From an optimization exercise on the open Yosys and OpenROAD flow, aimed at a short achievable clock period and few clock cycles; shortcuts taken in it are not production practice. Where RTL was checked, it was by simulation tests only, not by an equivalence proof against the original. Only the layout flow was run in run 1; the RTL was not checked for function there. Power is estimated from default activity; no workload was simulated.

==> design.v <==
module mem_region_controller (
    input  logic        i_clk,
    input  logic        i_rst_n,
    input  logic        i_cmd_valid,
    output logic        o_cmd_ready,
    input  logic        i_cmd_we,
    input  logic [19:0] i_cmd_addr,
    input  logic [3:0]  i_cmd_len,
    input  logic [7:0]  i_wr_data,
    input  logic        i_wr_valid,
    output logic        o_wr_ready,
    output logic [7:0]  o_rd_data,
    output logic        o_rd_valid,
    output logic        o_busy,
    output logic        o_done,
    output logic        o_err,
    output logic        o_ext_req,
    output logic        o_ext_we,
    output logic [19:0] o_ext_addr,
    output logic [7:0]  o_ext_wdata,
    input  logic [7:0]  i_ext_rdata,
    input  logic        i_ext_ack
);
    logic        r_rdy;        
    logic        r_dn;         
    logic        r_err;        
    logic        r_dn_err;     
    logic        r_iwr;        
    logic        r_iwl;        
    logic        r_strm;       
    logic        r_sw;         
    logic        r_sw1;        
    logic        r_l1ld;       
    logic        r_swgo;       
    logic        r_last;       
    logic [3:0]  r_cnt;        
    logic        r_el;         
    logic        r_ewe;        
    logic        r_erd;        
    logic        r_rreq;       
    logic        r_req;        
    logic        r_hold;       
    logic        r_ewgo;       
    logic        r_wrdy;       
    logic        r_nwv;        
    logic        r_nack;       
    logic        r_dany;       
    logic        r_cany;       
    logic [19:0] r_eaddr;
    logic [5:0]  r_tmo;
    logic        r_tmo0;
    logic [7:0]  r_wdata;
    logic [7:0]  r_waddr;
    logic        r_rd_valid;
    logic        r_t1;         
    logic        r_t2;         
    logic        r_lw_v;       
    logic [15:0]   r_hsel;     
    logic [3:0]    r_hb;       
    logic [7:0]    r_pa;       
    logic [31:0]   r_bsel;     
    logic [7:0]    r_ba;       
    logic [7:0]    r_lw_a;     
    logic [7:0]    r_lw_d;
    logic [255:0]  r_L;        
    logic [7:0]    r_rd_data;
    logic [2047:0] mem;
    logic [4:0] c_lo_sum;
    logic       c_int, c_err, c_len0, c_len1;
    assign c_lo_sum = {1'b0, i_cmd_addr[3:0]} + {1'b0, i_cmd_len};
    assign c_int    = (i_cmd_addr[19:8] == 12'd0);
    assign c_err    = c_lo_sum[4] & ((&i_cmd_addr[19:4]) | (c_int & (&i_cmd_addr[7:4])));
    assign c_len0   = (i_cmd_len == 4'd0);
    assign c_len1   = (i_cmd_len == 4'd1);
    logic xfer, accept, fast;
    assign o_ext_req   = r_req | (r_ewgo & i_wr_valid);
    assign xfer        = o_ext_req & i_ext_ack;
    assign o_cmd_ready = (i_wr_valid | r_nwv) & (i_ext_ack | r_nack) & r_cany;
    assign o_busy      = ~o_cmd_ready;
    assign o_done      = (i_wr_valid | r_nwv) & (i_ext_ack | r_nack) & r_dany;
    assign o_err       = r_dn_err;
    assign o_wr_ready  = r_wrdy;
    assign o_ext_we    = r_ewe;
    assign o_ext_addr  = r_eaddr;
    assign o_ext_wdata = r_wdata | (i_wr_data & {8{~r_hold}});
    assign o_rd_valid  = r_rd_valid | (r_rreq & i_ext_ack);
    assign o_rd_data   = r_rd_data | (i_ext_rdata & {8{r_erd}});
    assign accept = i_cmd_valid & o_cmd_ready;
    assign fast   = r_t2 & (r_pa == i_cmd_addr[7:0]) & ~((&i_cmd_addr[3:0]) & ~c_len0);
    logic iwr_fire, acc_rd, acc_fast, rd_now;
    assign iwr_fire = r_iwr & i_wr_valid;
    assign acc_rd   = accept & c_int & ~i_cmd_we & ~c_err;
    assign acc_fast = acc_rd & fast;
    assign rd_now   = acc_fast | r_strm | r_swgo;
    logic rd_more;
    assign rd_more  = (acc_fast & ~c_len0) | ((r_strm | r_swgo) & ~r_last);
    logic        n_rdy, n_dn, n_err, n_iwr, n_iwl, n_strm, n_sw, n_sw1, n_swgo, n_last, n_l1ld;
    logic [3:0]  n_cnt;
    logic        n_el, n_ewe, n_erd, n_rreq, n_hold, n_ewgo, n_rd_valid;
    logic [19:0] n_eaddr;
    logic [5:0]  n_tmo;
    logic        n_tmo0;
    logic [7:0]  n_wdata, n_waddr;
    always_ff @(posedge i_clk) begin
        for (int i = 0; i < 256; i++) begin
            if (iwr_fire && (r_waddr == 8'(i))) begin
                mem[i*8 +: 8] <= i_wr_data;
            end
        end
    end
    logic [127:0] line_c;
    always_comb begin
        line_c = '0;
        for (int l = 0; l < 16; l++) begin
            line_c = line_c | ({128{r_hsel[l]}} & mem[l*128 +: 128]);
        end
    end
    always_ff @(posedge i_clk) begin
        if (!((r_strm & ~r_last) | r_swgo)) begin
            r_L[127:0] <= line_c;
        end
        if (!r_strm | r_l1ld) begin
            r_L[255:128] <= line_c;
        end
    end
    always_ff @(posedge i_clk) begin
        if (acc_fast | r_sw1) begin
            r_hsel <= {r_hsel[14:0], r_hsel[15]};
            r_hb   <= r_hb + 4'd1;
        end else begin
            for (int l = 0; l < 16; l++) r_hsel[l] <= (i_cmd_addr[7:4] == 4'(l));
            r_hb <= i_cmd_addr[7:4];
        end
        if (!r_sw) begin
            r_pa <= i_cmd_addr[7:0];
        end
        if (rd_more) begin
            r_bsel <= {r_bsel[30:0], 1'b0};
            r_ba   <= r_ba + 8'd1;
        end else if (!r_sw) begin
            for (int j = 0; j < 32; j++) r_bsel[j] <= (j < 16) && (i_cmd_addr[3:0] == 4'(j));
            r_ba   <= i_cmd_addr[7:0];
        end
        if (iwr_fire) begin
            r_lw_a <= r_waddr;
            r_lw_d <= i_wr_data;
        end
    end
    logic [7:0] byte_c, rdata_c;
    always_comb begin
        byte_c = 8'd0;
        for (int j = 0; j < 32; j++) byte_c = byte_c | ({8{r_bsel[j]}} & r_L[j*8 +: 8]);
    end
    assign rdata_c = (iwr_fire && (r_waddr == r_ba)) ? i_wr_data :
                     (r_lw_v && (r_lw_a == r_ba))    ? r_lw_d    : byte_c;
    always_ff @(posedge i_clk) begin
        r_rd_data <= n_erd ? 8'd0 : rdata_c;
    end
    always_ff @(posedge i_clk or negedge i_rst_n) begin
        if (!i_rst_n) begin
            r_t1 <= 1'b0;
            r_t2 <= 1'b0;
            r_lw_v <= 1'b0;
        end else begin
            if (iwr_fire) r_lw_v <= 1'b1;
            r_t1 <= i_cmd_valid & ~accept & ~r_sw;
            r_t2 <= r_t1 & i_cmd_valid & ~accept & ~r_sw & ~(r_strm & ~r_last) &
                    (r_pa == i_cmd_addr[7:0]);
        end
    end
    always_comb begin
        n_rdy      = r_rdy;
        n_dn       = 1'b0;
        n_err      = r_err;
        n_iwr      = r_iwr;
        n_iwl      = r_iwl;
        n_strm     = r_strm;
        n_sw       = r_sw;
        n_swgo     = 1'b0;
        n_sw1      = 1'b0;
        n_l1ld     = 1'b0;
        n_last     = r_last;
        n_cnt      = r_cnt;
        n_el       = r_el;
        n_ewe      = r_ewe;
        n_erd      = r_erd;
        n_rreq     = r_rreq;
        n_hold     = r_hold;
        n_ewgo     = r_ewgo;
        n_rd_valid = rd_now;
        n_eaddr    = r_eaddr;
        n_tmo      = r_tmo;
        n_tmo0     = r_tmo0;
        n_wdata    = r_wdata;
        n_waddr    = r_waddr;
        if (accept) begin
            n_err   = c_err;
            n_iwr   = 1'b0;
            n_iwl   = 1'b0;
            n_strm  = 1'b0;
            n_sw    = 1'b0;
            n_el    = 1'b0;
            n_ewe   = 1'b0;
            n_erd   = 1'b0;
            n_rreq  = 1'b0;
            n_hold  = 1'b0;
            n_ewgo  = 1'b0;
            n_rdy   = 1'b0;
            n_cnt   = i_cmd_len;
            n_last  = c_len0;
            n_eaddr = i_cmd_addr;
            n_waddr = i_cmd_addr[7:0];
            n_wdata = 8'd0;
            n_tmo   = 6'd63;
            n_tmo0  = 1'b0;
            if (c_err) begin
                n_dn  = 1'b1;
                n_rdy = 1'b1;
            end else if (c_int) begin
                if (i_cmd_we) begin
                    n_iwr = 1'b1;
                    n_iwl = c_len0;
                end else if (fast) begin
                    n_cnt  = i_cmd_len - 4'd1;
                    n_last = c_len1;
                    if (c_len0) begin
                        n_dn  = 1'b1;
                        n_rdy = 1'b1;
                    end else begin
                        n_strm = 1'b1;
                        n_l1ld = 1'b1;
                    end
                end else begin
                    n_sw  = 1'b1;
                    n_sw1 = 1'b1;
                end
            end else begin
                n_el   = c_len0;
                n_ewe  = i_cmd_we;
                n_erd  = ~i_cmd_we;
                n_rreq = ~i_cmd_we;
                n_ewgo = i_cmd_we;
            end
        end else begin
            if (iwr_fire) begin
                n_waddr = r_waddr + 8'd1;
                n_cnt   = r_cnt - 4'd1;
                n_iwl   = (r_cnt == 4'd1);
                if (r_iwl) begin
                    n_iwr = 1'b0;
                    n_rdy = 1'b1;
                end
            end
            if (r_sw) begin
                if (r_swgo) begin
                    n_sw   = 1'b0;
                    n_cnt  = r_cnt - 4'd1;
                    n_last = (r_cnt == 4'd1);
                    if (r_last) begin
                        n_dn  = 1'b1;
                        n_rdy = 1'b1;
                    end else begin
                        n_strm = 1'b1;
                    end
                end else begin
                    n_swgo = 1'b1;
                end
            end
            if (r_strm) begin
                n_cnt  = r_cnt - 4'd1;
                n_last = (r_cnt == 4'd1);
                if (r_last) begin
                    n_strm = 1'b0;
                    n_dn   = 1'b1;
                    n_rdy  = 1'b1;
                end
            end
            if (xfer) begin
                n_eaddr = r_eaddr + 20'd1;
                n_cnt   = r_cnt - 4'd1;
                n_el    = (r_cnt == 4'd1);
                n_tmo   = 6'd63;
                n_tmo0  = 1'b0;
                n_hold  = 1'b0;
                if (r_el) begin
                    n_rreq = 1'b0;
                    n_ewgo = 1'b0;
                    n_rdy  = 1'b1;
                end else begin
                    n_ewgo = r_ewe;
                end
            end else if (r_req) begin
                if (r_tmo0) begin
                    n_rreq = 1'b0;
                    n_hold = 1'b0;
                    n_ewgo = 1'b0;
                    n_el   = 1'b0;
                    n_dn   = 1'b1;
                    n_err  = 1'b1;
                    n_rdy  = 1'b1;
                end else begin
                    n_tmo  = r_tmo - 6'd1;
                    n_tmo0 = (r_tmo == 6'd1);
                end
            end else if (r_ewgo & i_wr_valid) begin
                n_hold  = 1'b1;
                n_ewgo  = 1'b0;
                n_wdata = i_wr_data;
                n_tmo   = 6'd62;
                n_tmo0  = 1'b0;
            end
            if (xfer | (r_req & r_tmo0)) begin
                n_wdata = 8'd0;
            end
        end
    end
    always_ff @(posedge i_clk or negedge i_rst_n) begin
        if (!i_rst_n) begin
            r_rdy      <= 1'b1;
            r_dn       <= 1'b0;
            r_err      <= 1'b0;
            r_dn_err   <= 1'b0;
            r_iwr      <= 1'b0;
            r_iwl      <= 1'b0;
            r_strm     <= 1'b0;
            r_sw       <= 1'b0;
            r_swgo     <= 1'b0;
            r_sw1      <= 1'b0;
            r_l1ld     <= 1'b0;
            r_last     <= 1'b0;
            r_cnt      <= 4'd0;
            r_el       <= 1'b0;
            r_ewe      <= 1'b0;
            r_erd      <= 1'b0;
            r_rreq     <= 1'b0;
            r_req      <= 1'b0;
            r_hold     <= 1'b0;
            r_ewgo     <= 1'b0;
            r_wrdy     <= 1'b0;
            r_nwv      <= 1'b1;
            r_nack     <= 1'b1;
            r_dany     <= 1'b0;
            r_cany     <= 1'b1;
            r_rd_valid <= 1'b0;
            r_eaddr    <= 20'd0;
            r_tmo      <= 6'd0;
            r_tmo0     <= 1'b0;
            r_wdata    <= 8'd0;
            r_waddr    <= 8'd0;
        end else begin
            r_rdy      <= n_rdy;
            r_dn       <= n_dn;
            r_err      <= n_err;
            r_dn_err   <= n_dn & n_err;
            r_iwr      <= n_iwr;
            r_iwl      <= n_iwl;
            r_strm     <= n_strm;
            r_sw       <= n_sw;
            r_swgo     <= n_swgo;
            r_sw1      <= n_sw1;
            r_l1ld     <= n_l1ld;
            r_last     <= n_last;
            r_cnt      <= n_cnt;
            r_el       <= n_el;
            r_ewe      <= n_ewe;
            r_erd      <= n_erd;
            r_rreq     <= n_rreq;
            r_req      <= n_rreq | n_hold;
            r_hold     <= n_hold;
            r_ewgo     <= n_ewgo;
            r_wrdy     <= n_iwr | n_ewgo;
            r_nwv      <= ~(n_iwl | (n_el & n_ewgo));
            r_nack     <= ~(n_el & (n_rreq | n_hold | n_ewgo));
            r_dany     <= n_dn | n_iwl | n_el;
            r_cany     <= n_rdy | n_iwl | n_el;
            r_rd_valid <= n_rd_valid;
            r_eaddr    <= n_eaddr;
            r_tmo      <= n_tmo;
            r_tmo0     <= n_tmo0;
            r_wdata    <= n_wdata;
            r_waddr    <= n_waddr;
        end
    end
endmodule
==> run.sh <==
#!/bin/bash
# synth_recipe.tcl (not shown) runs the flow's synth.tcl, then flattens the netlist and writes it again
# the make line also repeats each setting of config.mk as NAME=value (left out here)
make -C /OpenROAD-flow-scripts/flow DESIGN_CONFIG=/design/flow/config.mk WORK_HOME=/design/flow/orfs CLKGATE_MAP_FILE= SYNTH_SCRIPT=/design/flow/synth_recipe.tcl finish
==> config.mk <==
export PLATFORM = sky130hd
export DESIGN_NAME = mem_region_controller
export DESIGN_NICKNAME = mem_region_controller
export VERILOG_FILES = /design/flow/design.v
export SDC_FILE = /design/flow/constraint.sdc
export NUM_CORES = 4
export LEC_CHECK = 0
export ABC_CLOCK_PERIOD_IN_PS = 2000
export CAP_MARGIN = 20
export CORE_MARGIN = 2
export CORE_UTILIZATION = 60
export CTS_CLUSTER_DIAMETER = 60
export CTS_CLUSTER_SIZE = 30
export SETUP_SLACK_MARGIN = 1.8
export SLEW_MARGIN = 20
==> constraint.sdc <==
create_clock -name core_clock -period 4.0 [get_ports {i_clk}]
set_input_delay 0.8000 -clock core_clock [delete_from_list [all_inputs] [get_ports {i_clk}]]
set_output_delay 0.8000 -clock core_clock [all_outputs]
set_load 0.01 [all_outputs]
==> impl.org, run 1 <==
** Layout
- Total area of multi-input combinational cells :: roughly 18000 µm²
- Compared with the post-synthesis result, the final layout area differs by 17.8%.
- Layout cells sized above 1 :: 0.249
- Post-layout nets :: between 5000 and 6000
- Layout filler cell count :: 9411
- Final cell count without fillers :: just under 8000
- Once layout is done, the placed cells without fillers occupy between 100000 and 150000 µm².
- Sequential Area :: 73500 µm²

** Logic synthesis
- Number of warnings issued by yosys :: 1
- After synthesis the cells add up to 90500 µm².
- Synthesized net count :: 5013
- Counting flops with a built-in enable in the synthesized netlist gives 2367.
- Total of flip-flops plus latches after synthesis :: ~2500
- Of the synthesized area, sequential elements account for 0.812.
- Portion of synthesized cell area occupied by the leading cell type :: 0.786
- Post-synth ARST share :: 0.0300
- Predominant post-synthesis flop cell :: edfxtp_1
- Synthesis instantiated 74 different standard cells from the library.
- edfxtp_1 takes more of the synthesized area than any other cell.
- The average instance in the mapped netlist occupies about 18 µm².
- Yosys attributes the largest share of cell area to edfxtp_1 79%, a22o_1 5.0%, a221oi_1 5.0%.
- Instance count of the mapped netlist :: between 4000 and 5000

** Floorplan
- During I/O placement, the number of pins put on the boundary was 90.
- Core Region :: 150000 µm²
- The die covers roughly 150000 µm².
- Row generation in the floorplan step produced 142 rows.
- Overall die height :: ~390 µm
- Effective utilization at floorplan :: 0.604
- The floorplan step set the die width to 392 µm.

** Power
- Worst vdd ir :: about 0.44 mV
- In this run the power density over the cells is roughly 490 nW/µm².
- Summed over all cells, the static leakage comes to 35.3 nW.

** Placed design
- In this run the tool buffered the top-level ports with between 80 and 90 buffer cells.
- Number of placed cells counting well taps :: between 7000 and 8000
- Setup slack after placement :: around 0.25 ns
- After legalization and detailed placement, the total HPWL measured roughly 170000 µm.
- Routability-driven placement finished with a final weighted congestion of ~1.0.
- Instance area at placement :: a little under 100000 µm²

** Routing
- After detailed routing, the average wire length per cell comes to around 38 µm.
- For this run, design rule violations remaining after detail routing come to 0.
- In this run the remaining antenna-violating nets after routing total 0.
- Number of vias in the routed layout :: about 55000
- The final layout contains routed wiring with a total length of around 290000 µm.
- For this run, the detailed router's first-pass iteration total came to 6.
- Average vias per placed instance :: about 7.1
- Detailed router's first-iteration violation count :: between 9000 and 10000

** STA
- Minimum clock period :: 2.61 ns
- Setup violations remaining at the end of the flow were counted as 0.
- RSZ-0062 raised after global routing :: yes
- Final-report max-slew violation count :: 0
- For the final database, setup skew stands at 0.0404 ns.
- Tightest slew margin relative to the limit :: 0.299
- Highest achievable clock rate :: 0.383 GHz
- For the pin with the worst max-slew slack, the measured transition is between 1 and 1.5 ns.
- Across all hold checks on the routed design, the worst slack comes to around 0.16 ns.
- Post-route setup TNS :: 0 ns
- The count of final hold-check violations came to 0.
- Of the available clock period, the critical path in the final layout requires 0.652.
- In the post-route analysis, the smallest setup slack over all paths is roughly 1.4 ns.

** Global routing
- In the global route stage, overall resource usage came out at 0.378.
- Overall overflow remaining after global route :: 0
- Maximum number of pins on one net before global-route repair :: 150
- Initial antenna violation count :: 17
- Wire length of the first global-routing pass :: 401000 µm
- Vias in the first global route :: 51157

** Hold path
- Worst min-delay path class :: in -> async

** Clock network
- Library cell used as clock root buffer :: clkbuf_16
- Clock latency on the worst-skew pair :: 0.82 ns
- The longest clock path from root to sink contains 3 buffers.
- TritonCTS built the clock tree.
- Clock H-tree levels :: 4
- Clock tree synthesis found a total of approximately 2500 sinks.
- Number of clock buffers inserted by TritonCTS :: about 150
- Register clock-pin slew on the reported worst setup and hold paths :: approximately 0.08 ns

** Setup path
- The worst setup path is launched from an input port.
- Category of the most critical setup path :: in -> reg
- Arrival time at the worst endpoint :: 3.13 ns
- Reg-to-reg startpoint :: r_nwv
- Of all nets on the critical path, the largest fanout is 5.
- CP startpoint :: i_cmd_addr[12]
- For the worst setup path, the data required time is between 4 and 5 ns.
- Type of destination of the critical path :: flip-flop

** Flow run
- The tool flagged a number of max-cap violations equal to 0.

** Run status
- Run status :: complete, no violations
-- report_power, final --
| part | total, mW | switching [mW] | internal [mW] |
|---|---|---|---|
| Clock | 17.3 | 9.23 | 8.12 |
| Sequential | 29.5 | 0.551 | 29.0 |
| Combinational | 5.79 | 3.83 | 1.96 |
| Total | 52.7 | 13.6 | 39.0 |
-- flip-flops by register name, indices dropped and copies added, names as in the netlist, 4 cells and up --
signal	flops
r_cnt	4
r_pa	8
r_tmo	6
mem	2048
r_L	256
r_hsel	16
r_bsel	32
r_waddr	8
r_wdata	8
r_rd_data	8
r_eaddr	20
r_lw_d	8
r_lw_a	8
r_ba	8
-- synth_stat cells (3+ instances only) --
library cell,n
a21o_1,21
clkbuf_1,269
ha_1,15
a22o_1,521
buf_6,12
nand3b_1,3
dfxtp_1,25
nor4_2,3
xor2_1,39
nor2b_1,7
a22oi_1,115
a21oi_2,7
a21oi_1,36
edfxtp_1,2367
dfstp_2,4
o211ai_1,8
nand4_1,172
o31ai_1,9
nand3_1,32
mux2_2,17
nor3_1,15
nor3b_1,5
o21ai_0,25
buf_1,38
and2_1,30
nor2_1,285
inv_1,21
mux2i_1,11
xnor2_1,23
nand2_1,107
and3_1,19
buf_2,10
nor4_1,17
a31oi_1,4
and4_1,4
dfrtp_1,70
a221oi_1,520
nor2_2,7
or3_1,5
nand2b_1,12
o41ai_1,6
-- path summary, 6_finish.rpt --
check / end / slack (ns) / cells after the start
min: r_eaddr[11] / 0.16 / 1
min reg2reg: r_tmo[5] / 0.47 / 1
max: r_bsel[22] / 1.39 / 10
max reg2reg: r_bsel[22] / 1.41 / 9
min in group core_clock: mem[1703] / 0.35 / 1
max in group asynchronous: r_eaddr[7] / 3.15 / 1
-- per-layer routing --
layer  GRT usage  wire length [µm]  part of all wire
met1       0.555            110000              0.38
met2       0.563            132000              0.45
met3      0.0866             38300              0.13
met4       0.134             12600             0.043
met5           0                11          0.000038
-- through the flow --
| stage | power [mW] | util |
|---|---|---|
| 2_1_floorplan | 31.7 | - |
| 3_5_place_dp | 34.6 | 0.644 |
| 3_3_place_gp | 34.6 | 0.644 |
| 6_report | 52.7 | 0.711 |
| 4_1_cts | 52.2 | 0.702 |
| 5_1_grt | 53.7 | 0.711 |
-- cells in the final DEF (no fill, tap or decap), types with 16 or more instances in the layout --
cell type and n:
buf_4 570, o21ai_0 23, buf_12 79, a21oi_1 33, nor2_2 45, buf_2 33
nand3_1 25, dfxtp_4 16, a221oi_1 460, a21o_1 20, a221oi_2 59, mux2_4 17
xnor2_1 23, dlygate4sd2_1 16, nand4_1 172, inv_8 21, a22o_1 519, inv_1 17
edfxtp_1 2367, clkbuf_16 156, a22oi_1 107, inv_6 25, buf_6 41, xor2_1 39
nand2_1 80, dfrtp_1 56, nor2_4 83, nor2_1 164
-- area by class of cell --
| cell class | count | area share |
|---|---|---|
| sequential | 2466 | 0.690 |
| inverter | 23 | 0.000881 |
| multi-input combinational | 2132 | 0.166 |
| antenna | 7 | 0.000164 |
| clock inverter | 112 | 0.0125 |
| timing repair inverter | 1 | 0.0000470 |
| timing repair buffer | 786 | 0.0698 |
| tap | 2016 | 0.0237 |
| clock buffer | 159 | 0.0365 |
-- worst max-delay path, cell delays in order --
cell and delay, ns:
dlygate4sd2_1 0.29, nor4_4 0.31, nand3_2 0.18, or4b_4 0.61, o32ai_4 0.25, buf_4 0.16, or2_4 0.15, buf_12 0.13
buf_12 0.11, buf_16 0.12
-- cells by family (layout without fill, tap and decap cells) --
family	Yosys count	after routing	share of synthesized area
flops	2466	2466	0.812
xor+xnor	62	62	0.00600
other cells	0	7	0
simple gates	737	737	0.0405
compound gates	1289	1289	0.120
mux	29	29	0.00350
fa+ha+maj	15	15	0.00207
buf+inv	354	1081	0.0159
-- repair_timing --
| action | 4_1_cts | 5_1_grt |
|---|---|---|
| gates cloned | 15 | 1 |
| hold endpoints to repair | 0 | 0 |
| pin swaps | 139 | 33 |
| setup buffers | 229 | 79 |
| gates resized for setup | 479 | 147 |
| hold buffers | 0 | 0 |
| endpoints found under the setup margin | 2463 | 1078 |
==> run 2, diff against run 1 <==
--- a/design.v
+++ b/design.v
@@ -43,8 +43,8 @@
     logic        r_ewgo;       
     logic        r_wrdy;       
-    logic        r_nwv;        
-    logic        r_nack;       
+    logic        r_nd_wv;      
+    logic        r_nd_ack;     
     logic        r_dany;       
-    logic        r_cany;       
+    logic        r_cnot;       
     logic [19:0] r_eaddr;
     logic [5:0]  r_tmo;
@@ -57,8 +57,8 @@
     logic        r_lw_v;       
     logic [15:0]   r_hsel;     
-    logic [3:0]    r_hb;       
     logic [7:0]    r_pa;       
+    logic [15:0]   r_b0sel;    
     logic [31:0]   r_bsel;     
-    logic [7:0]    r_ba;       
+    logic [7:0]    r_ba1;      
     logic [7:0]    r_lw_a;     
     logic [7:0]    r_lw_d;
@@ -76,12 +76,12 @@
     assign o_ext_req   = r_req | (r_ewgo & i_wr_valid);
     assign xfer        = o_ext_req & i_ext_ack;
-    assign o_cmd_ready = (i_wr_valid | r_nwv) & (i_ext_ack | r_nack) & r_cany;
-    assign o_busy      = ~o_cmd_ready;
-    assign o_done      = (i_wr_valid | r_nwv) & (i_ext_ack | r_nack) & r_dany;
+    assign o_busy      = r_cnot | (r_nd_wv & ~i_wr_valid) | (r_nd_ack & ~i_ext_ack);
+    assign o_cmd_ready = ~o_busy;
+    assign o_done      = r_dany & ~((r_nd_wv & ~i_wr_valid) | (r_nd_ack & ~i_ext_ack));
     assign o_err       = r_dn_err;
     assign o_wr_ready  = r_wrdy;
     assign o_ext_we    = r_ewe;
     assign o_ext_addr  = r_eaddr;
-    assign o_ext_wdata = r_wdata | (i_wr_data & {8{~r_hold}});
+    assign o_ext_wdata = r_wdata | (i_wr_data & {8{r_ewgo}});
     assign o_rd_valid  = r_rd_valid | (r_rreq & i_ext_ack);
     assign o_rd_data   = r_rd_data | (i_ext_rdata & {8{r_erd}});
@@ -93,6 +93,4 @@
     assign acc_fast = acc_rd & fast;
     assign rd_now   = acc_fast | r_strm | r_swgo;
-    logic rd_more;
-    assign rd_more  = (acc_fast & ~c_len0) | ((r_strm | r_swgo) & ~r_last);
     logic        n_rdy, n_dn, n_err, n_iwr, n_iwl, n_strm, n_sw, n_sw1, n_swgo, n_last, n_l1ld;
     logic [3:0]  n_cnt;
@@ -127,18 +125,19 @@
         if (acc_fast | r_sw1) begin
             r_hsel <= {r_hsel[14:0], r_hsel[15]};
-            r_hb   <= r_hb + 4'd1;
         end else begin
             for (int l = 0; l < 16; l++) r_hsel[l] <= (i_cmd_addr[7:4] == 4'(l));
-            r_hb <= i_cmd_addr[7:4];
         end
         if (!r_sw) begin
             r_pa <= i_cmd_addr[7:0];
         end
-        if (rd_more) begin
+        if (!r_sw) begin
+            for (int j = 0; j < 16; j++) r_b0sel[j] <= (i_cmd_addr[3:0] == 4'(j));
+        end
+        if (r_strm & ~r_last) begin
             r_bsel <= {r_bsel[30:0], 1'b0};
-            r_ba   <= r_ba + 8'd1;
+            r_ba1  <= r_ba1 + 8'd1;
         end else if (!r_sw) begin
-            for (int j = 0; j < 32; j++) r_bsel[j] <= (j < 16) && (i_cmd_addr[3:0] == 4'(j));
-            r_ba   <= i_cmd_addr[7:0];
+            for (int j = 0; j < 32; j++) r_bsel[j] <= (j >= 1) && (j <= 16) && (i_cmd_addr[3:0] == 4'(j - 1));
+            r_ba1  <= i_cmd_addr[7:0] + 8'd1;
         end
         if (iwr_fire) begin
@@ -147,11 +146,15 @@
         end
     end
-    logic [7:0] byte_c, rdata_c;
+    logic [7:0] byte0_c, bytes_c, byte_c, ba_c, rdata_c;
     always_comb begin
-        byte_c = 8'd0;
-        for (int j = 0; j < 32; j++) byte_c = byte_c | ({8{r_bsel[j]}} & r_L[j*8 +: 8]);
+        byte0_c = 8'd0;
+        for (int j = 0; j < 16; j++) byte0_c = byte0_c | ({8{r_b0sel[j]}} & r_L[j*8 +: 8]);
+        bytes_c = 8'd0;
+        for (int j = 0; j < 32; j++) bytes_c = bytes_c | ({8{r_bsel[j]}} & r_L[j*8 +: 8]);
     end
-    assign rdata_c = (iwr_fire && (r_waddr == r_ba)) ? i_wr_data :
-                     (r_lw_v && (r_lw_a == r_ba))    ? r_lw_d    : byte_c;
+    assign byte_c  = r_strm ? bytes_c : byte0_c;
+    assign ba_c    = r_strm ? r_ba1 : r_pa;
+    assign rdata_c = (iwr_fire && (r_waddr == r_pa)) ? i_wr_data :
+                     (r_lw_v && (r_lw_a == ba_c))    ? r_lw_d    : byte_c;
     always_ff @(posedge i_clk) begin
         r_rd_data <= n_erd ? 8'd0 : rdata_c;
@@ -338,8 +341,8 @@
             r_ewgo     <= 1'b0;
             r_wrdy     <= 1'b0;
-            r_nwv      <= 1'b1;
-            r_nack     <= 1'b1;
+            r_nd_wv    <= 1'b0;
+            r_nd_ack   <= 1'b0;
             r_dany     <= 1'b0;
-            r_cany     <= 1'b1;
+            r_cnot     <= 1'b0;
             r_rd_valid <= 1'b0;
             r_eaddr    <= 20'd0;
@@ -370,8 +373,8 @@
             r_ewgo     <= n_ewgo;
             r_wrdy     <= n_iwr | n_ewgo;
-            r_nwv      <= ~(n_iwl | (n_el & n_ewgo));
-            r_nack     <= ~(n_el & (n_rreq | n_hold | n_ewgo));
+            r_nd_wv    <= n_iwl | (n_el & n_ewgo);
+            r_nd_ack   <= n_el;
             r_dany     <= n_dn | n_iwl | n_el;
-            r_cany     <= n_rdy | n_iwl | n_el;
+            r_cnot     <= ~(n_rdy | n_iwl | n_el);
             r_rd_valid <= n_rd_valid;
             r_eaddr    <= n_eaddr;
==> run 2 against run 1 <==
Still clean. Worst setup slack better by 0.058 ns. Clock-buffer cell count is 6 lower. Clock skew is 0.013 ns higher. Synthesized cell count is 2.7% higher. Critical endpoint is now o_ext_req. Largest cell class unchanged.
==> impl.org, run 2 <==
** STA
- Minimum clock period :: 2.55 ns (-0.0576 ns)
- The period utilization was 0.638 (-0.0144).
- Post-route setup TNS :: 0 ns (unchanged)
- The setup clock skew after layout was 0.0532 ns (+0.0128 ns).
- The worst-case headroom to the max-slew limit was 0.149 (-0.150).
- Setup repair after global routing could not meet its margin everywhere.
- Final-report hold violation count :: 0 (unchanged)
- The setup violation total in the final timing report is 0 (unchanged).
- Final-report max-slew violation count :: 0 (unchanged)
- The achievable frequency was 0.392 GHz (+2.3%).
- The worst-margin pin slew was 1.28 ns (+0.227 ns).

** Floorplan
- The site row count was 143 (+0.70%).
- Die footprint :: 156000 µm² (+1.1%)
- Core Region :: 152000 µm² (+1.3%)
- The y dimension of the die was 394 µm (+0.55%).
- Die width :: 394 µm (+0.55%)
- I/O pins :: 90 (unchanged)
- The initial core utilization was 0.603 (-0.00110).

** Logic synthesis
- Dominant combinational cell family by area after synthesis :: compound AO/OA/AOI/OAI gates
- The synthesized design spends more area on one cell type than any other, namely edfxtp_1.
- Mux cell area share after synthesis :: 0.00295 (-0.000545)
- Instance count of the mapped netlist :: 5084 (+2.7%)
- Portion of synthesized cell area occupied by the leading cell type :: 0.782 (-0.00343)
- The number of flops mapped to enable cells by yosys is 2383 (+0.68%).
- Synthesized cell area :: 91500 µm² (+1.1%)
- Most frequent cells after synthesis :: 2383 x edfxtp_1, 564 x a22o_1, 563 x a221oi_1
- Fraction of the mapped netlist area in compound gates :: 0.125 (+0.00466)
- Post-synth ARST share :: 0.0294 (-0.000573)
- Number of distinct library cells after synthesis :: 66 (-11%)
- Synthesized net count :: 5145 (+2.6%)
- Predominant post-synthesis flop cell :: edfxtp_1
- By area the synthesized netlist is led by edfxtp_1 78%, a22o_1 5.4%, a221oi_1 5.4%.
- The Yosys warning count came to 1 (unchanged).
- The proportion of synthesized chip area in sequential cells is 0.807 (-0.00425).
- Library cell with the highest instance count after synthesis :: edfxtp_1
- The adder and majority cell fraction of the synthesized area is 0.00205 (-0.0000229).
- The synthesized-area fraction occupied by and/or/nand/nor cells came to 0.0411 (+0.000661).
- The mean post-synth cell area is 18.0 µm² (-1.5%).
- The area share of xor/xnor cells in the synthesized design is 0.00603 (+0.0000294).
- Total of flip-flops plus latches after synthesis :: 2480 (+0.57%)

** Routing
- The number of routed nets with antenna violations is 0 (unchanged).
- The wire length reported by the detailed router came to 311000 µm (+6.2%).
- Average wire length per cell after detail routing :: 39.5 µm (+3.7%)
- Number of vias in the routed layout :: 56722 (+3.3%)
- Residual DRC count :: 0 (unchanged)
- Detailed router's first-iteration violation count :: 9601 (+4.4%)
- Average vias per placed instance :: 7.19 (+0.83%)
- Number of search-and-repair iterations in the first detailed-routing pass :: 6 (unchanged)

** Global routing
- Maximum number of pins on one net before global-route repair :: 168 (+12%)
- The total track usage is 0.394 (+0.0157).
- Initial antenna violation count :: 24 (+7)
- The first-pass GRT wire length was 425000 µm (+5.8%).
- Overall overflow remaining after global route :: 0 (unchanged)
- Vias in the first global route :: 53416 (+4.4%)

** Placed design
- Final Wtd Congestion :: 1.02 (+1.3%)
- Quantity of I/O buffers inserted on ports :: 89 (unchanged)
- The half-perimeter wire length of the detailed placement result is 190000 µm (+9.1%).

** Power
- Part of the total power dissipated in the clock network :: 0.317 (-0.013)
- Sequential Power Share :: 0.563 (+0.002)
- The power density normalized to cell area came to 494 nW/µm² (about the same).
- The standby leakage power is 35.5 nW (+0.50%).
- Comb power frac :: 0.120 (+0.010)
- The net switching power is 14.1 mW (+3.9%).
- Sw Share :: 0.267 (+0.00834)
- Worst vdd ir :: 0.539 mV (+23%)
- The post-route total power is 53.0 mW (+0.67%).
- Internal Power :: 38.9 mW (-0.47%)

** Setup path
- The largest stage delay on the critical path was 0.48 ns (-0.13 ns).
- The count of buffering cells on the critical path with inverters included is 3 (-2).
- The worst setup path is captured at a primary output.
- Traced cell by cell, the critical path runs through buf_6 -> a21oi_4 -> inv_2 -> buf_6.
- By instance count, the cell type seen most on the critical path is buf_6.
- Arrival time at the worst endpoint :: 1.75 ns (-1.38 ns)
- Top delay family on crit path :: flip-flops
- The critical path is of the reg -> out type.
- Highest net fanout along the worst path :: 4 (-1)
- The worst endpoint required time is 3.20 ns (-1.32 ns).
- Critical path launch point type :: flip-flop
- Among all stages on the critical path, the largest delay is contributed by dfrtp_2.

** Layout
- Relative to the synthesized area, the layout overhead comes to 17.3%.
- The library cells used most frequently in the layout, excluding fill and tap cells, are 2383 x edfxtp_1, 625 x buf_4, 564 x a22o_1, 500 x a221oi_1, 179 x nor2_1.
- The largest registers in the layout are mem (2048), r_L (256), r_bsel (31).
- Largest Register :: mem
- Number of flip-flops under the largest register name :: 2048 (unchanged)
- Layout cells sized above 1 :: 0.239 (-0.00990)
- The number of fill cells in the layout was 9750 (+3.6%).
- The library cell used most frequently in the layout, excluding fill and tap cells, is edfxtp_1.
- Post-layout nets :: 5786 (+3.0%)

** Clock network
- Number of clock buffers inserted by TritonCTS :: 144 (-2.0%)
- The largest buffer count on any clock path is 3 (unchanged).
- CTS tree :: done
- The later-pin clock latency in the skew report was 0.82 ns (about the same).
- The post-cts hold buffer count is 0 (unchanged).
- The post-CTS clock slew at the launch and capture registers of the worst setup and hold paths came to 0.08 ns (about the same).
- The tree is rooted in a clkbuf_16.
- The level count of the clock H-tree came to 4 (unchanged).
- The TritonCTS sink count came to 2480 (+0.57%).

** Flow run
- Total of max-cap violations :: 0 (unchanged)

** Hold path
- Worst min-delay path class :: in -> async

** Run status
- Run status :: complete, no violations
-- run 2: cell count changes after synthesis, moves of 9 or more --
cell | previous run | this run
a221oi_1 | 520 | 563
a22o_1 | 521 | 564
a22oi_1 | 115 | 68
a31oi_1 | 4 | 16
and2_1 | 30 | 19
buf_6 | 12 | 1
clkbuf_1 | 269 | 296
edfxtp_1 | 2367 | 2383
mux2_2 | 17 | 8
nand2_1 | 107 | 156
nand3_1 | 32 | 45
nor2_1 | 285 | 294
nor3_1 | 15 | 26
-- run 2: through the flow --
step / hold slack [ns] / area (µm²) / instances / worst slack [ns] / utilization
6_report: 0.139 / 107000 / 7888 / 1.45 / 0.707
5_1_grt: 0.207 / 107000 / 7874 / 1.42 / 0.707
4_1_cts: 0.165 / 106000 / 7796 / 1.39 / 0.698
2_1_floorplan: 0.423 / 92300 / 5084 / 0.559 / -
3_5_place_dp: 0.466 / 98000 / 7271 / 0.165 / 0.646
3_3_place_gp: 0.461 / 98000 / 7271 / 0.119 / 0.646
-- run 2: what timing repair did --
action	in CTS	in global routing
endpoints found under the setup margin	2447	1115
gates cloned	2	4
setup buffers	259	73
hold endpoints to repair	0	0
gates resized for setup	392	137
pin swaps	104	56
-- run 2: area by class of cell --
cell class                 count  area (µm²)  area share
multi-input combinational   2243       18100       0.169
clock buffer                 153        3760      0.0351
sequential                  2480       73900       0.689
clock inverter               111        1270      0.0119
timing repair buffer         835        7540      0.0702
antenna                       15        37.5    0.000350
tap                         2030        2540      0.0237
inverter                      21        83.8    0.000781
-- run 2: worst paths after layout --
check	to	from	depth (start not counted)	slack [ns]
worst min register to register	r_tmo[4]	r_tmo[4]	1	0.49
worst max register to register	r_cnt[3]	r_ewgo	15	1.53
worst max-delay path	o_ext_req	r_ewgo	4	1.45
worst min-delay path	r_eaddr[10]	i_rst_n	1	0.14
min in group core_clock	r_cnt[1]	i_cmd_len[1]	3	0.31
max in group asynchronous	r_waddr[6]	i_rst_n	1	3.10
-- run 2: power by group through the flow --
stage	logic (mW)	registers, mW	clock network, mW
2_1_floorplan	1.96	30.0	0
3_3_place_gp	4.70	30.5	0
3_5_place_dp	4.73	30.5	0
4_1_cts	5.76	29.8	16.8
5_1_grt	6.50	29.9	17.7
6_report	6.36	29.8	16.8
-- run 2: kinds of logic (layout without fill, tap and decap cells) --
family	count (synthesis)	count (layout)
AO/OA/AOI/OAI	1349	1352
adder cells (fa/ha/maj)	15	15
AND/OR/NAND/NOR	787	787
multiplexers	26	26
XOR/XNOR	63	63
flip-flops	2480	2480
buffers and inverters	364	1120
other	0	15
-- run 2: metal layers --
| layer | part of all wire | GRT usage | wire (µm) | vias to the layer above |
|---|---|---|---|---|
| li1 | - | - | - | 22617 |
| met1 | 0.36 | 0.561 | 113000 | 29239 |
| met2 | 0.46 | 0.595 | 142000 | 4170 |
| met3 | 0.13 | 0.0919 | 40300 | 682 |
| met4 | 0.050 | 0.160 | 15700 | 14 |
| met5 | 0.00089 | 0 | 278 | - |
Testbench counts of run 2, summed over its fixed seeds: cycles 42,281.
==> run 3, diff against run 2 <==
--- a/design.v
+++ b/design.v
@@ -318,4 +318,10 @@
         end
     end
+    always_ff @(posedge i_clk) begin
+        r_ewe   <= n_ewe;
+        r_erd   <= n_erd;
+        r_eaddr <= n_eaddr;
+        r_wdata <= n_wdata;
+    end
     always_ff @(posedge i_clk or negedge i_rst_n) begin
         if (!i_rst_n) begin
@@ -334,6 +340,4 @@
             r_cnt      <= 4'd0;
             r_el       <= 1'b0;
-            r_ewe      <= 1'b0;
-            r_erd      <= 1'b0;
             r_rreq     <= 1'b0;
             r_req      <= 1'b0;
@@ -346,8 +350,6 @@
             r_cnot     <= 1'b0;
             r_rd_valid <= 1'b0;
-            r_eaddr    <= 20'd0;
             r_tmo      <= 6'd0;
             r_tmo0     <= 1'b0;
-            r_wdata    <= 8'd0;
             r_waddr    <= 8'd0;
         end else begin
@@ -366,6 +368,4 @@
             r_cnt      <= n_cnt;
             r_el       <= n_el;
-            r_ewe      <= n_ewe;
-            r_erd      <= n_erd;
             r_rreq     <= n_rreq;
             r_req      <= n_rreq | n_hold;
@@ -378,8 +378,6 @@
             r_cnot     <= ~(n_rdy | n_iwl | n_el);
             r_rd_valid <= n_rd_valid;
-            r_eaddr    <= n_eaddr;
             r_tmo      <= n_tmo;
             r_tmo0     <= n_tmo0;
-            r_wdata    <= n_wdata;
             r_waddr    <= n_waddr;
         end
==> flow/run.sh (new file) <==
#!/bin/bash
# Standard layout (the standard.sh: standard synthesis, ORFS place/CTS/route),
# with the port buffers that placement inserts made plain buffers (buf_8) instead
# of the library's default pick; every input and output port still gets its own
# buffer. The make output goes to run_standard.log in this folder.
set -euo pipefail
export BUFFER_PORTS_ARGS="-buffer_cell sky130_fd_sc_hd__buf_8"
bash standard.sh finish > run_standard.log 2>&1
==> standard.sh (new file) <==
#!/bin/bash
# synth_recipe.tcl (not shown) runs the flow's synth.tcl, then flattens the netlist and writes it again
# the make line also repeats each setting of config.mk as NAME=value (left out here)
make -C /OpenROAD-flow-scripts/flow DESIGN_CONFIG=/design/flow/config.mk WORK_HOME=/design/flow/orfs CLKGATE_MAP_FILE= SYNTH_SCRIPT=/design/flow/synth_recipe.tcl "${@:-finish}"
removed: run.sh
==> run 3 against run 2 <==
Still clean. Final cell count decreased by 2.5%. Final area is 0.18% higher. Sequential share of layout area decreased by 0.071 points. Global-route usage decreased by 0.45 points. Worst setup slack improved by 0.0059 ns. First-iteration DRC count down 0.77%. Total power up 2.5%. Register-to-register slack gained 0.20 ns. Non-clock buffer count down 159. Flip-flop and latch count unchanged. Critical path depth did not move. Critical path type unchanged.
==> impl.org, run 3 <==
** Run status
- Run status :: complete, no violations

** Hold path
- Min-Delay Path Depth :: 2
- Worst min-delay path class :: in -> reg
- The path with the worst hold slack has its endpoint at r_hsel[1].
- Worst hold path startpoint :: i_cmd_addr[7]

** Logic synthesis
- The adder and majority cell fraction of the synthesized area came to 0.00205 (about the same).
- Mux cell area share after synthesis :: 0.00469 (+0.00173)
- The post-synthesis instance area was 91500 µm² (about the same).
- The mean post-synth cell area is 18.1 µm² (+0.75%).
- The proportion of synthesized chip area in sequential cells is 0.808 (about the same).
- Ranking of synthesized cells by area :: edfxtp_1 79%, a22o_1 5.4%, a221oi_1 5.4%
- The area share of xor/xnor cells in the synthesized design is 0.00608 (+0.0000515).
- The number of nets produced by synthesis is 5110 (-0.68%).
- Sorting the synthesized cells by how often they occur yields 2404 x edfxtp_1, 561 x a22o_1, 560 x a221oi_1.
- Library cell with the highest instance count after synthesis :: edfxtp_1
- Dominant combinational cell family by area after synthesis :: compound AO/OA/AOI/OAI gates
- Synth area leader :: edfxtp_1
- Portion of synthesized cell area occupied by the leading cell type :: 0.789 (+0.00648)
- Post-synth EDFFs :: 2404 (+0.88%)
- The number of distinct library cells after synthesis was 62 (-6.1%).
- The fraction of the mapped netlist area in compound gates is 0.124 (-0.00131).
- The cell count after synthesis was 5049 (-0.69%).
- Predominant post-synthesis flop cell :: edfxtp_1
- The Yosys warning count was 1 (unchanged).
- Post-synth ARST share :: 0.0173 (-0.0121)
- The number of register bits inferred by synthesis is 2480 (unchanged).
- The synthesized-area fraction occupied by and/or/nand/nor cells was 0.0403 (-0.000801).

** Setup path
- The largest stage delay on the critical path is 0.46 ns (-0.02 ns).
- Arrival time at the worst endpoint :: 1.74 ns (about the same)
- Buffer and inverter count on the worst path :: 3 (unchanged)
- The worst endpoint required time was 3.20 ns (about the same).
- The largest individual stage delay along the critical path comes from the cell dfrtp_2.
- Reg-to-reg startpoint :: r_hsel[4]
- The largest fanout on the critical path came to 3 (-1).
- Internal reg-to-reg setup slack :: 1.73 ns (+0.20 ns)
- R2R cell count :: 4 (-11)
- Type of destination of the critical path :: primary output
- In this run the critical register-to-register path is captured at r_L[0].
- The worst setup path is launched from a flip-flop.
- Broken down by cell family, the worst path's largest delay share belongs to flip-flops.
- Category of the most critical setup path :: reg -> out
- Walking the worst path, the cells encountered are buf_4 -> a21oi_4 -> inv_4 -> buf_8.

** STA
- The worst-margin pin slew came to 1.03 ns (-0.250 ns).
- Tightest slew margin relative to the limit :: 0.312 (+0.164)
- Setup violations, final :: 0 (unchanged)
- RSZ-0062 raised after global routing :: yes
- Final-report max-slew violation count :: 0 (unchanged)
- Final-report hold violation count :: 0 (unchanged)
- The setup TNS after final layout came to 0 ns (unchanged).
- Minimum clock period :: 2.54 ns (-0.00587 ns)
- Final clock skew :: 0.0377 ns (-0.0155 ns)
- Highest achievable clock rate :: 0.393 GHz (+0.23%)
- Final period util :: 0.636 (-0.00147)
- The minimum setup slack in the final design is 1.46 ns (+0.00587 ns).

** Global routing
- Overall overflow remaining after global route :: 0 (unchanged)
- The initial antenna violation count is 18 (-25%).
- The total track usage was 0.389 (-0.00446).
- The first-pass GRT wire length is 421000 µm (-0.98%).
- Vias in the first global route :: 53008 (-0.76%)
- Maximum number of pins on one net before global-route repair :: 147 (-13%)

** Power
- Comb power frac :: 0.118 (-0.002)
- The standby leakage power is 34.9 nW (-1.7%).
- Internal Power :: 39.9 mW (+2.8%)
- The relative contribution of the clock network to total power is 0.329 (+0.012).
- The power density normalized to cell area was 505 nW/µm² (+2.3%).
- The highest ir drop seen on vdd is 0.384 mV (-29%).
- Final total power :: 54.3 mW (+2.5%)
- Sequential Power Share :: 0.553 (-0.010)
- Sw Share :: 0.265 (-0.00198)
- The net switching power is 14.4 mW (+1.7%).

** Floorplan
- The overall die area was 156000 µm² (about the same).
- The I/O pin total was 90 (unchanged).
- The initial core utilization is 0.603 (about the same).
- The floorplan core area came to 152000 µm² (unchanged).
- The die width was 395 µm (about the same).
- Placement row count :: 143 (unchanged)
- Overall die height :: 395 µm (about the same)

** Layout
- Commonest cells after routing, fill and taps aside :: 2404 x edfxtp_1, 561 x a22o_1, 494 x a221oi_1, 457 x buf_4, 169 x nand4_1
- The cell area after layout came to 108000 µm² (+0.18%).
- Commonest non-fill, non-tap cell in the layout :: edfxtp_1
- Post-layout nets :: 5591 (-3.4%)
- The flip-flop count of the largest register after layout came to 2048 (unchanged).
- The fraction of final layout cells with drive strength greater than 1 came to 0.232 (-0.00726).
- Biggest registers after layout :: mem (2048), r_L (256), r_bsel (31)
- Layout filler cell count :: 9602 (-1.5%)
- Growth of design area from synthesis to finish :: 17.5%
- Final design utilization :: 0.709 (+0.00129)
- Ranked by flip-flop count, first place goes to mem.

** Clock network
- Number of sinks driven by the clock tree :: 2480 (unchanged)
- Library cell used as clock root buffer :: clkbuf_16
- The post-CTS clock slew at the launch and capture registers of the worst setup and hold paths was 0.09 ns (about the same).
- The clock buffer count from CTS was 146 (+1.4%).
- Clock latency on the worst-skew pair :: 0.82 ns (about the same)
- CTS tree :: done
- The largest buffer count on any clock path was 3 (unchanged).
- Clock H-tree levels :: 4 (unchanged)

** Placed design
- The worst setup timing slack at the placement stage is 0.699 ns (+0.534 ns).
- The total of buffers placed on input and output ports is 89 (unchanged).
- The placer congestion estimate came to 1.06 (+4.1%).
- The post-place instance area came to 97500 µm² (-0.48%).
- Estimated wirelength of the detail-placed design :: 188000 µm (-1.0%)

** Routing
- The starting DRC count in detailed routing came to 9527 (-0.77%).
- Residual DRC count :: 0 (unchanged)
- Number of search-and-repair iterations in the first detailed-routing pass :: 7 (+1)
- The wire length reported by the detailed router came to 307000 µm (-1.3%).
- The number of routed nets with antenna violations came to 0 (unchanged).
- The average wire per cell in the routed design is 40.0 µm (+1.3%).
- Number of vias in the routed layout :: 56291 (-0.76%)
- The ratio of routed vias to standard cells was 7.32 (+1.8%).

** Flow run
- The number of maximum-capacitance constraint violations is 0 (unchanged).
==> run 3: changes by cell type in the layout (fill, tap and decap cells not counted), sizes merged, moves of 15 or more <==
cell           previous run  this run
nand2                   157       108
dfrtp                    72        42
buf                     798       675
a21oi                    39        24
edfxtp                 2383      2404
and2                     20        35
clkdlybuf4s50            25         0
==> run 3: logic make-up after synthesis <==
group / Yosys count
flip-flops: 2480
AO/OA/AOI/OAI: 1332
AND/OR/NAND/NOR: 754
buffers and inverters: 366
XOR/XNOR: 61
multiplexers: 41
adder cells (fa/ha/maj): 15
==> run 3: worst reg2reg max path, delay by kind of cell (launching register included) <==
kind	cells	cell delay, ns
flip-flops	1	0.58
buffers and inverters	1	0.40
AND/OR/NAND/NOR	1	0.35
AO/OA/AOI/OAI	2	0.61
==> run 3: per-stage QoR <==
| stage | cells | hold WS, ns |
|---|---|---|
| 2_1_floorplan | 5049 | 0.423 |
| 3_3_place_gp | 7120 | 0.447 |
| 3_5_place_dp | 7120 | 0.457 |
| 4_1_cts | 7581 | 0.195 |
| 5_1_grt | 7685 | 0.231 |
| 6_report | 7691 | 0.243 |
==> run 3: area by class of cell <==
| type | count | area (µm²) | share of cell area |
|---|---|---|---|
| Timing Repair Buffer | 676 | 7180 | 0.0668 |
| Clock buffer | 151 | 3760 | 0.0350 |
| Inverter | 22 | 100 | 0.000931 |
| Sequential cell | 2480 | 74000 | 0.688 |
| Tap cell | 2030 | 2540 | 0.0236 |
| Multi-Input combinational cell | 2204 | 18200 | 0.169 |
| Clock inverter | 122 | 1740 | 0.0162 |
| Antenna cell | 6 | 15.0 | 0.000140 |
==> run 3: worst max-delay path by stage <==
stage | start | to | slack (ns) | depth (start not counted)
final | r_ewgo | o_ext_req | 1.46 | 4
after global placement | i_wr_valid | mem[1236] | 0.82 | 6
after global routing | r_ewgo | o_ext_req | 1.41 | 4
after detailed placement | i_wr_valid | mem[2005] | 0.70 | 6
after CTS | r_ewgo | o_ext_wdata[6] | 1.42 | 3
after floorplan | r_strm | r_L[0] | 0.89 | 4
==> run 3: timing repair <==
action,4_1_cts,5_1_grt
hold buffers,1,0
cloned,0,1
gates resized for setup,271,89
buffers inserted,187,103
pin swaps,120,27
endpoints found under the setup margin,2401,1082
endpoints found under the hold margin,42,0
==> run 3: metal layers <==
| layer | share of wire | track usage | vias to the layer above | wire [µm] |
|---|---|---|---|---|
| met2 | 0.45 | 0.577 | 4446 | 139000 |
| met3 | 0.14 | 0.0989 | 613 | 42300 |
| met4 | 0.042 | 0.143 | 8 | 12800 |
| li1 | - | - | 22234 | - |
| met1 | 0.37 | 0.566 | 28990 | 114000 |
| met5 | 0.00020 | 0 | - | 60 |
==> run 3: power groups by stage <==
| stage | clock network [mW] | registers [mW] | logic, mW |
|---|---|---|---|
| 2_1_floorplan | 0 | 30.1 | 1.88 |
| 3_3_place_gp | 0 | 30.7 | 4.72 |
| 3_5_place_dp | 0 | 30.7 | 4.77 |
| 4_1_cts | 18.0 | 30.0 | 5.79 |
| 5_1_grt | 18.9 | 30.0 | 6.57 |
| 6_report | 17.9 | 30.0 | 6.42 |
Testbench counts of run 3, summed over its fixed seeds: cycles 42,281.

[re-timing with driven ports]
The flow's constraints put no driver on any port. The routed layouts listed below were extracted and timed again, unchanged, in two steps.
Step 1, drivers: a clkbuf_16 drives i_clk and a buf_2 each remaining input, both assumed.
Step 2, shift: input delay + t, output delay - t, t = (earliest + latest rising clock arrival at the registers) / 2. This alone moves slack from input paths to output paths.
a / b / c = ideal ports / drivers / drivers and shift; a / b = the first two.
run | shift t [ns] | setup WS [ns] | worst setup path at the end
run 1 | 0.876 | 1.392 / 1.346 / 0.574 | input to register
run 2 | 0.877 | 1.450 / 1.367 / 0.986 | input to register
run 3 | 0.885 | 1.455 / 1.373 / 1.092 | input to register
After both steps every run listed still meets setup and hold. For run 1, which loses most, drivers alone change the setup slack by -0.046 ns; drivers and shift together by -0.818 ns.
